What follows belongs to an exercise in optimizing a design on an open flow for a short achievable clock period and few clock cycles; a production flow would make more cautious choices. Function was checked by simulation only, so behaviour that the tests miss may differ from the original. Power figures rest on the tool's default switching activity, not on a simulated workload.

## rv_core
module rv_core (
    input  logic        clk,
    input  logic        rst,
    output logic [31:0] imem_addr,
    input  logic [31:0] imem_data,
    output logic        retire_valid,
    output logic [31:0] retire_pc,
    output logic        retire_wen,
    output logic [4:0]  retire_rd,
    output logic [31:0] retire_value
);
    localparam int NB = 8;    
    localparam int NBW = 3;   
    localparam int TW = 10;   
    localparam int RD = 4;    
    localparam logic [6:0] OPC_OP     = 7'b0110011;
    localparam logic [6:0] OPC_OP_IMM = 7'b0010011;
    localparam logic [6:0] OPC_LUI    = 7'b0110111;
    localparam logic [6:0] OPC_AUIPC  = 7'b0010111;
    localparam logic [6:0] OPC_JAL    = 7'b1101111;
    localparam logic [6:0] OPC_JALR   = 7'b1100111;
    localparam logic [6:0] OPC_BRANCH = 7'b1100011;
    logic        mis_d;         
    logic [31:0] d_redir;
    logic        d_call_push;
    logic        d_ret_pop;
    logic        stall;         
    logic        e_shift;
    logic        mis_w;         
    logic [31:0] w_redir;
    logic [NB-1:0]   btb_v;
    logic [TW-1:0]   btb_tag  [NB];
    logic [TW-1:0]   btb_tagm1[NB];   
    logic [31:0]     btb_tgt  [NB];
    logic [1:0]      btb_ctr  [NB];
    logic [NB-1:0]   btb_cond;
    logic [NB-1:0]   btb_call;
    logic [NB-1:0]   btb_ret;
    logic [NBW-1:0] btb_rr;
    logic [31:0]     ras_s [RD];    
    logic [31:0]     ras_a [RD];    
    logic [RD-1:0]   rsv_s;         
    logic [RD-1:0]   rsv_a;
    logic [31:0]   pc;
    logic [31:0]   pc_o;        
    logic [31:0]   pc4;
    logic [31:0]   pc_next;
    logic [NB-1:0] f_hit;
    logic [NB-1:0] f_tk;
    logic          f_pt;
    logic          f_ret;
    logic [31:0]   f_ptgt;
    logic [31:0]   f_imm_b;
    logic [31:0]   f_imm_j;
    assign imem_addr = pc_o;
  ...
Size: ~11000 cells after synthesis, ~2700 flip-flops, ~140 I/O pins, ~130000 um2 of cells after synthesis.
clock: 6.3 ns
lec_check: 0
abc_clock_period_in_ps: 2000
cap_margin: 20
core_margin: 2
core_utilization: 35
place_density: 0.5
setup_slack_margin: 3.5
slew_margin: 20
run.sh (not shown) runs the stock make flow with config.mk's settings and CLKGATE_MAP_FILE= SYNTH_SCRIPT=/design/flow/synth_recipe.tcl, a recipe that flattens the netlist after the stock synthesis.
The baseline finished clean.
Testbench counts at the start, summed over its fixed seeds: cycles 29,688.
Edit:
--- a/flow/design.v
+++ b/flow/design.v
@@ -419,25 +419,25 @@
     assign d_is_addi   = d_is_opi && d_f3 == 3'b000;
     logic d_fzb;      
     logic d_fzb_tk;
     logic d_tgt_ok;
     logic [11:0] e_negimm;
     assign d_fzb    = d_q_fzb && e_wen;
     logic d_z;        
     logic d_z1_tk;    
     logic [1:0] mis_dz;
     assign d_z      = e_a[11:0] == e_negimm;
     assign d_z1_tk  = !d_f3[0];
     assign d_fzb_tk = d_f3[0] ^ d_z;
-    assign d_tgt_ok = d_ptgt[31:1] == d_tgt_b[31:1];
+    assign d_tgt_ok = d_ptgt[12:1] == d_tgt_b[12:1];
     assign mis_d    = d_valid && !stall && !d_fzb && !d_pt &&
                       (d_q_jal || d_q_back || (d_ret_pop && rsv_s[0]));
     always_comb begin
         for (int z = 0; z < 2; z++) begin
             mis_dz[z] = mis_d || (d_valid && !stall && d_fzb &&
                                   (d_z1_tk == z[0] ? !(d_pt && d_tgt_ok) : d_pt));
         end
     end
     assign d_push   = d_valid && !stall && d_call_push && (d_pt || d_q_jal);
     assign d_pop    = d_valid && !stall && d_ret_pop && (d_pt || rsv_s[0]);
     assign d_redir  = d_fzb ? d_pc4 : d_q_jal ? d_tgt_j : d_q_br ? d_tgt_b : ras_s[0];
     logic fwd_a, fwd_b, fwd_a_sum, fwd_b_sum, fwd_a_cmp, fwd_b_cmp;
@@ -514,25 +514,26 @@
         e_sel_xor   <= d_alu && d_f3 == 3'b100;
         e_sel_sr    <= d_alu && d_f3 == 3'b101;
         e_sel_or    <= d_alu && d_f3 == 3'b110;
         e_sel_and   <= d_alu && d_f3 == 3'b111;
         e_sel_const <= d_is_lui || d_is_auipc || d_is_jal || d_is_jalr;
         e_const     <= d_const;
         e_tgt       <= d_is_jal ? d_tgt_j : d_tgt_b;
         e_is_br     <= d_is_br;
         e_is_jal    <= d_is_jal;
         e_is_jalr   <= d_is_jalr;
         e_f3        <= d_f3;
         e_pt        <= d_fzb ? d_fzb_tk : d_pt || mis_d;
-        e_ptgt      <= d_fzb ? (d_fzb_tk ? d_tgt_b : d_pc4) : mis_d ? d_redir : d_ptgt;
+        e_ptgt      <= d_fzb ? (d_fzb_tk ? ((d_pt && d_tgt_ok) ? d_ptgt : d_tgt_b) : d_pc4) :
+                       mis_d ? d_redir : d_ptgt;
         e_negimm    <= d_negimm;
         e_call      <= d_call_push;
         e_ret       <= d_ret_pop;
     end
     logic [31:0] a;
     logic [31:0] b;
     logic [31:0] sum;
     logic [31:0] sum_n;
     logic        cout;
     logic        eq, lt, ltu;
     logic        cond;
     logic [31:0] sll_r;
Area after synthesis barely changes.
Sequential power went down by about 2%.
Die area barely changes.
Count of clock-buffer cells in the layout goes down by 8.
Flip-flop and latch count is unchanged.
Wire length goes up by 3.7%.
Worst hold slack stays flat.
Core utilization rose by 0.69 points.
Clock skew came out higher by 0.058 ns.
Critical path depth is higher by 1.
Testbench counts after the change, summed over its fixed seeds: cycles 29,688.

-- what the ideal ports hide --
Ports are ideal in the flow. The routed layouts listed here were re-timed in OpenROAD. Step 1 sets driving cells, clkbuf_16 on the clock port and buf_2 on the other inputs (assumed; they add their load-dependent delay and slew). Step 2, shift: input delay + t, output delay - t, t = (earliest + latest rising clock arrival at the registers) / 2. This alone moves slack from input paths to output paths. a / b / c = ideal / step 1 / step 2; a / b = the first two.
| run | t, ns | setup slack, ns | hold slack, ns | slew at the worst register clock pin (ns) | cell pins on the clock port's net |
|---|---|---|---|---|---|
| the first run | 1.082 | 3.107 / 3.107 / 2.144 | 0.317 / 0.317 / 0.317 | 0.08 / 0.08 | 1 |
| the second run | 1.072 | 3.039 / 3.039 / 2.177 | 0.316 / 0.316 / 0.316 | 0.07 / 0.07 | 1 |
After both steps every run listed still meets setup and hold. The setup slack of the first run, which loses most, moves by 0.000 ns with the drivers and by -0.963 ns with both steps.
